Context: an optimization exercise on an open-source flow, tuned for small area. The choices shown serve that exercise and are no tape-out recipe.
Function was checked by simulation only, so behaviour that the tests miss may differ from the original.

==> run R: inputs <==
==> flow/design.v <==
module multi_delimiter_record_splitter_top (
	input  logic        clk,
	input  logic        arst_n,
	input  logic        data_in_valid,
	output logic        data_in_ready,
	input  logic [7:0]  data_in_data_byte,
	input  logic        data_in_end_of_input,
	output logic        data_out_valid,
	input  logic        data_out_ready,
	output logic [7:0]  data_out_out_byte,
	output logic        data_out_is_data,
	output logic        data_out_matched,
	output logic [1:0]  data_out_separator_index,
	output logic        data_out_last,
	input  logic        cfg_valid,
	output logic        cfg_ready,
	input  logic [2:0]  cfg_index,
	input  logic [63:0] cfg_data
);
	logic [3:0][7:0][7:0] ring;     
	logic [3:0][2:0]      idx1;     
	logic [3:0]           dflt;     
	logic [3:0][3:0]      len;      
	logic                 cs;
	logic                 esc_en;
	logic [7:0]           esc_b;
	assign cfg_ready = 1'b1;
	logic [3:0]            we_k;
	logic [3:0]            we_n;
	logic [7:0][7:0]       wr_b;      
	logic [3:0][7:0][7:0]  ring_d;
	always_comb begin
		for (int k = 0; k < 4; k++) begin
			we_k[k] = cfg_valid && cfg_index == 3'(k);
			we_n[k] = !we_k[k];
		end
		for (int s = 0; s < 8; s++) wr_b[s] = s[0] ? cfg_data[8*s +: 8] : ~cfg_data[8*s +: 8];
	end
	for (genvar k = 0; k < 4; k++) begin : g_ring
		for (genvar s = 0; s < 8; s++) begin : g_slot
			for (genvar b = 0; b < 8; b++) begin : g_bit
				mdrs_ring_step u_step (
					.we   (we_k[k]),
					.we_n (we_n[k]),
					.d    (wr_b[s][b]),
					.q    (ring[k][(s + 1) % 8][b]),
					.y    (ring_d[k][s][b])
				);
			end
		end
	end
	always_ff @(posedge clk) ring <= ring_d;
	always_ff @(posedge clk or negedge arst_n) begin
		if (!arst_n) begin
			idx1   <= {4{3'd1}};
			dflt   <= 4'hF;
			len    <= 16'h0021;
			cs     <= 1'b1;
			esc_en <= 1'b0;
			esc_b  <= 8'h5C;
		end else begin
			for (int k = 0; k < 4; k++) begin
				if (cfg_valid && cfg_index == 3'(k)) begin
					idx1[k] <= 3'd1;
					dflt[k] <= 1'b0;
				end else begin
					idx1[k] <= {idx1[k][2] ^ (idx1[k][1] & idx1[k][0]), idx1[k][1] ^ idx1[k][0], ~idx1[k][0]};
				end
			end
			if (cfg_valid) begin
				case (cfg_index)
					3'd4: len    <= cfg_data[15:0];
					3'd5: cs     <= cfg_data[0];
					3'd6: esc_en <= cfg_data[0];
					3'd7: esc_b  <= cfg_data[7:0];
					default: ;
				endcase
			end
		end
	end
	localparam logic [1:0] S_IDLE = 2'd0, S_PASS = 2'd1, S_INS = 2'd2, S_EMIT = 2'd3;
	logic [1:0]      st;
	logic [3:0]      fill;
	logic [2:0]      h;         
	logic            zq;        
	logic            esc_q;
	logic [3:0]      carry;
	logic [3:0]      hit;
	logic [3:0][7:0] pm;        
	logic [7:0][7:0] win;       
	logic            o_valid;
	logic            o_term;
	logic [7:0]      o_byte;
	logic [7:0] c;
	logic       ci;
	logic       proc;
	logic [3:0] nd;
	logic [3:0] nhit;
	assign c  = data_in_data_byte;
	assign ci = !cs && c[7:6] == 2'b01 && c[4:0] != 5'd0 && c[4:0] <= 5'd26;
	logic c00, c0a, c0d;
	assign c00 = (c == 8'h00);
	assign c0a = (c == 8'h0A);
	assign c0d = (c == 8'h0D);
	assign proc = (st == S_PASS);
	always_comb begin
		for (int k = 0; k < 4; k++) begin
			logic [7:0] x;
			logic       eq;
			logic       pred;
			logic       en;
			x = c ^ ring[k][0];
			eq = (x[7:6] == 2'b00) && (x[4:0] == 5'd0) && (!x[5] || ci);
			if (dflt[k]) begin
				case (k)
					0: eq = (idx1[k] == 3'd1) ? c0a : c00;
					1: eq = (idx1[k] == 3'd1) ? c0d : (idx1[k] == 3'd2) ? c0a : c00;
					default: eq = c00;
				endcase
			end
			en = len[k][3] ? (len[k][2:0] == 3'd0) : (len[k][2:0] != 3'd0);
			pred = (idx1[k] == 3'd1) || (carry[k] && !zq);
			nd[k] = pred && eq;
			nhit[k] = proc && en && (idx1[k] == len[k][2:0]) && nd[k];
		end
	end
	always_ff @(posedge clk) begin
		for (int k = 0; k < 4; k++) begin
			for (int s = 0; s < 7; s++) pm[k][s] <= pm[k][s+1];
			pm[k][7] <= proc ? nd[k] : pm[k][0];
			carry[k] <= pm[k][0];
		end
	end
	logic [3:0] keep;
	logic [1:0] kb;
	logic [2:0] fill1;
	assign fill1 = fill[2:0] + 3'd1;
	always_comb begin
		for (int k = 0; k < 4; k++) keep[k] = hit[k] && !fill[3] && (len[k][2:0] == fill1);
	end
	assign kb = hit[0] ? 2'd0 : hit[1] ? 2'd1 : hit[2] ? 2'd2 : hit[3] ? 2'd3 : 2'd0;
	logic is_esc;
	logic o_free;
	logic aligned;      
	logic ins_ok;
	logic take;
	logic ins;
	logic pop;
	logic term;
	assign is_esc  = esc_en && (c == esc_b);
	assign o_free  = !o_valid || data_out_ready;
	assign aligned = (h + fill[2:0]) == 3'd0;
	assign ins_ok  = (fill == 4'd0) || (h == 3'd0);
	always_comb begin
		take = 1'b0;
		ins  = 1'b0;
		pop  = 1'b0;
		term = 1'b0;
		case (st)
			S_IDLE: take = data_in_valid && !o_valid && (data_in_end_of_input || (!esc_q && is_esc));
			S_PASS: take = (h == 3'd7) && ((hit | nhit) != 4'd0);
			S_INS: begin
				ins  = ins_ok;
				take = ins_ok;
			end
			default: begin
				if (fill != 4'd0 && keep == 4'd0) pop = o_free && aligned;
				else term = o_free;
			end
		endcase
	end
	assign data_in_ready = take;
	always_ff @(posedge clk) begin
		for (int s = 1; s < 8; s++) win[s] <= win[s-1];
		win[0] <= ins ? c : win[7];
	end
	always_ff @(posedge clk or negedge arst_n) begin
		if (!arst_n) begin
			st    <= S_IDLE;
			fill  <= '0;
			h     <= '0;
			zq    <= 1'b1;
			esc_q <= 1'b0;
			o_valid <= 1'b0;
		end else begin
			h   <= ins ? 3'd0 : {h[2] ^ (h[1] & h[0]), h[1] ^ h[0], ~h[0]};
			if (o_free) o_valid <= 1'b0;
			case (st)
				S_IDLE: begin
					if (data_in_valid && !o_valid) begin
						if (data_in_end_of_input) begin
							st    <= S_EMIT;
							zq    <= 1'b1;
						end else if (esc_q) begin
							st <= S_INS;
						end else if (is_esc) begin
							esc_q <= 1'b1;
						end else if (h == 3'd7) begin
							st <= S_PASS;
						end
					end
				end
				S_PASS: begin
					if (h == 3'd7) begin
						if ((hit | nhit) != 4'd0) begin
							st   <= S_EMIT;
							zq   <= 1'b1;
						end else begin
							st <= S_INS;
						end
					end
				end
				S_INS: begin
					if (ins_ok) begin
						st    <= S_IDLE;
						zq    <= esc_q;
						esc_q <= 1'b0;
						if (fill == 4'd8) begin
							o_valid <= 1'b1;
						end else begin
							fill <= fill + 4'd1;
						end
					end
				end
				default: begin
					if (pop) begin
						fill    <= fill - 4'd1;
						o_valid <= 1'b1;
					end else if (term) begin
						fill    <= 4'd0;
						o_valid <= 1'b1;
						esc_q   <= 1'b0;
						st      <= S_IDLE;
					end
				end
			endcase
		end
	end
	always_ff @(posedge clk) begin
		if (st == S_PASS) hit <= hit | nhit;
		else if (st == S_IDLE && data_in_valid && !o_valid) hit <= '0;
		else if (term) hit <= keep;
	end
	always_ff @(posedge clk) begin
		if (pop || (ins && fill == 4'd8)) o_byte <= win[7];
		else if (term) o_byte <= 8'h00;
		if (pop || ins) o_term <= 1'b0;
		else if (term) o_term <= 1'b1;
	end
	assign data_out_valid           = o_valid;
	assign data_out_out_byte        = o_byte;
	assign data_out_is_data         = !o_term;
	assign data_out_matched         = o_term && (hit != 4'd0);
	assign data_out_separator_index = o_term ? kb : 2'd0;
	assign data_out_last            = o_term || (st != S_EMIT);
endmodule
module mdrs_ring_step (
	input  logic       we,
	input  logic       we_n,
	input  logic d,
	input  logic q,
	output logic y
);
	assign y = ~((we_n | d) & (we | q));
endmodule
==> flow/flow/run.sh <==
#!/bin/bash
# Own layout flow:
#  1. the standard synthesis, unchanged (standard.sh synth);
#  2. an area-oriented re-mapping of its combinational cells with Yosys/ABC
#     (flow/resyn.ys.in, flow/resyn.abc); every register instance is kept
#     with its name and cell type;
#  3. the standard ORFS layout steps (standard.sh), with the smallest buffer
#     on the ports and a clock tree built without dummy loads.
# Each tool's full output goes to its own log file in this folder.
set -euo pipefail
export BUFFER_PORTS_ARGS="-buffer_cell sky130_fd_sc_hd__buf_1"
export CTS_ARGS="-sink_clustering_enable -repair_clock_nets -dont_use_dummy_load -buf_list sky130_fd_sc_hd__clkbuf_4 -sink_clustering_size 11 -sink_clustering_max_diameter 30"

bash standard.sh synth > synth.log 2>&1

R=orfs/results/${FLOW_PLATFORM}/multi_delimiter_record_splitter_top/base
L=orfs/logs/${FLOW_PLATFORM}/multi_delimiter_record_splitter_top/base
LIB=${FLOW_HOME}/platforms/${FLOW_PLATFORM}/lib/sky130_fd_sc_hd__tt_025C_1v80.lib
DU=$(grep -o -- "-dont_use sky130_fd_sc_hd__[A-Za-z0-9_]*" "$L/1_2_yosys.log" | sort -u | tr '\n' ' ')
YS=${YOSYS_EXE:-$(command -v yosys || echo "${FLOW_HOME}/../tools/install/yosys/bin/yosys")}

cp "$R/1_2_yosys.v" "$R/1_2_yosys_std.v"
sed -e "s#@LIB@#${LIB}#g" -e "s#@DU@#${DU}#" -e "s#@IN@#${R}/1_2_yosys_std.v#" \
    -e "s#@OUT@#${R}/1_2_yosys.v#" -e "s#@TOP@#${FLOW_TOP}#" -e "s#@ABC@#flow/resyn.abc#" \
    flow/resyn.ys.in > resyn.ys
"$YS" -l resyn.log -s resyn.ys > /dev/null 2>&1
rm -f "$R/1_synth.odb" "$R/1_synth.sdc"

bash standard.sh > standard.log 2>&1
==> flow/flow/resyn.abc <==
strash
&get -n
&deepsyn -T 60 -S 7
&put
dch -f
amap
topo
stime -c
==> flow/flow/resyn.ys.in <==
# Area-oriented re-mapping of the combinational cells of the standard
# synthesis netlist. Register cells, the ring-step o22ai cells and tie cells
# stay as they are (blackboxes); every other cell is read as its liberty
# function and mapped again by ABC.
read_liberty -ignore_miss_func @LIB@
blackbox sky130_fd_sc_hd__df* sky130_fd_sc_hd__edf* sky130_fd_sc_hd__o22ai_1 sky130_fd_sc_hd__conb_1
read_verilog @IN@
hierarchy -top @TOP@
flatten
techmap
opt -fast
abc -liberty @LIB@ @DU@ -script @ABC@ -D 20000
opt_clean -purge
hilomap -singleton -hicell sky130_fd_sc_hd__conb_1 HI -locell sky130_fd_sc_hd__conb_1 LO
opt_clean -purge
stat -liberty @LIB@
write_verilog -noattr -nohex -nodec @OUT@
==> flow/standard.sh <==
#!/bin/bash
# synth_recipe.tcl (not shown) runs the flow's synth.tcl, then flattens the netlist and writes it again
# the make line also repeats each setting of config.mk as NAME=value (left out here)
make -C /OpenROAD-flow-scripts/flow DESIGN_CONFIG=/design/flow/config.mk WORK_HOME=/design/flow/orfs CLKGATE_MAP_FILE= SYNTH_SCRIPT=/design/flow/synth_recipe.tcl "${@:-finish}"
==> flow/config.mk <==
export PLATFORM = sky130hd
export DESIGN_NAME = multi_delimiter_record_splitter_top
export DESIGN_NICKNAME = multi_delimiter_record_splitter_top
export VERILOG_FILES = /design/flow/design.v
export SDC_FILE = /design/flow/constraint.sdc
export NUM_CORES = 4
export LEC_CHECK = 0
export CAP_MARGIN = 20
export CORE_MARGIN = 2
export CORE_UTILIZATION = 76
export SLEW_MARGIN = 20
export SYNTH_HIERARCHICAL = 1
export SYNTH_MINIMUM_KEEP_SIZE = 0
==> flow/constraint.sdc <==
create_clock -name core_clock -period 20.0 [get_ports {clk}]
set_input_delay 4.0000 -clock core_clock [delete_from_list [all_inputs] [get_ports {clk}]]
set_output_delay 4.0000 -clock core_clock [all_outputs]
set_load 0.01 [all_outputs]
==> run G: changes against run R <==
==> flow/flow/run.sh (replaced) <==
#!/bin/bash
# Own layout flow: the standard flow (the standard.sh, standard synthesis
# unchanged) with the smallest buffer on the ports and a clock tree built
# without dummy loads. Every tool's output goes to standard.log here, and ORFS
# keeps per-step logs under orfs/logs.
export BUFFER_PORTS_ARGS="-buffer_cell sky130_fd_sc_hd__buf_1"
export CTS_ARGS="-sink_clustering_enable -repair_clock_nets -dont_use_dummy_load -buf_list sky130_fd_sc_hd__clkbuf_4 -sink_clustering_size 10 -sink_clustering_max_diameter 30"
bash standard.sh > standard.log 2>&1
Settings changed: CORE_UTILIZATION 76 to 70.
removed: flow/flow/resyn.abc
removed: flow/flow/resyn.ys.in
==> run X: changes against run R <==
==> flow/flow/run.sh (replaced) <==
#!/bin/bash
# Own layout flow: the standard flow (the standard.sh, standard synthesis
# unchanged) with the smallest buffer on the ports and a clock tree built
# without dummy loads. Every tool's output goes to standard.log here, and ORFS
# keeps per-step logs under orfs/logs.
export BUFFER_PORTS_ARGS="-buffer_cell sky130_fd_sc_hd__buf_1"
export CTS_ARGS="-sink_clustering_enable -repair_clock_nets -dont_use_dummy_load -buf_list sky130_fd_sc_hd__clkbuf_4 -sink_clustering_size 12 -sink_clustering_max_diameter 40"
bash standard.sh > standard.log 2>&1
Settings changed: CORE_UTILIZATION 76 to 70.
removed: flow/flow/resyn.abc
removed: flow/flow/resyn.ys.in
==> out/qor.txt <==
ANT cells -> 3
status -> complete, no violations
CP arrival -> 6.52 ns
most frequent cells in the layout -> dfxtp_1 (357), o22ai_1 (260), buf_1 (94)
DIE WIDTH -> 141.9 um
clock network share of area -> 3.072%
number of nets in the layout -> 1344
Final period util -> 52.59%
crit path cell chain -> buf_1 -> nor4_1 -> nor2b_1 -> nor2_1 -> o311a_1 -> a41oi_1 -> and4b_1 -> o211ai_1 -> buf_1
Synth Instances -> 1102
[end of results for run G]
==> out/qor.txt <==
clock network share of area -> 2.711%
status -> complete, no violations
Final period util -> 55.38%
CP arrival -> 7.08 ns
Synth Instances -> 1128
DIE WIDTH -> 133.4 um
number of nets in the layout -> 1368
crit path cell chain -> buf_1 -> clkinv_1 -> nand2_1 -> nor3_1 -> a211oi_1 -> or2_0 -> nor2_1 -> o32a_1 -> or3_1 -> o21ai_0 -> nor3_1 -> o221ai_1 -> buf_1
most frequent cells in the layout -> dfxtp_1 (357), o22ai_1 (290), clkinv_1 (108)
[end of results for run R]
==> out/qor.txt <==
Final period util -> 52.47%
clock network share of area -> 2.309%
crit path cell chain -> buf_1 -> nor4_1 -> nor2b_1 -> nor2_1 -> o311a_1 -> a41oi_1 -> and4b_1 -> o211ai_1 -> buf_1
Synth Instances -> 1102
CP arrival -> 6.49 ns
IO Count -> 97
ANT cells -> 3
DIE WIDTH -> 141.9 um
clock root buffer -> clkbuf_4
number of nets in the layout -> 1329
startpoint class of the critical path -> input port
status -> complete, no violations
[end of results for run X]

## re-timing with driven ports
How much do the figures lean on ideal ports? The routed layouts below were timed once more, with nothing changed but the port constraints.
Step 1 assumes that a clkbuf_16 drives the clock port and a buf_2 every other input.
Step 2 times the ports against the registers' clock, not the clock port: input delays grow and output delays shrink by t, the midpoint of the rising clock arrivals with the driver on.
Slacks: ideal ports / drivers / drivers and shift; pairs: ideal ports / drivers.
run	shift t [ns]	setup slack, ns	worst hold slack (ns)
run R	0.691	8.924 / 8.890 / 8.890	0.287 / 0.287 / 0.287
run G	0.711	9.481 / 9.452 / 9.452	0.270 / 0.270 / 0.270
run X	0.658	9.506 / 9.477 / 9.477	0.287 / 0.287 / 0.287
After both steps setup and hold are still met in every run listed. The setup slack of run R, which loses most, moves by -0.034 ns with the drivers and by -0.034 ns with both steps.
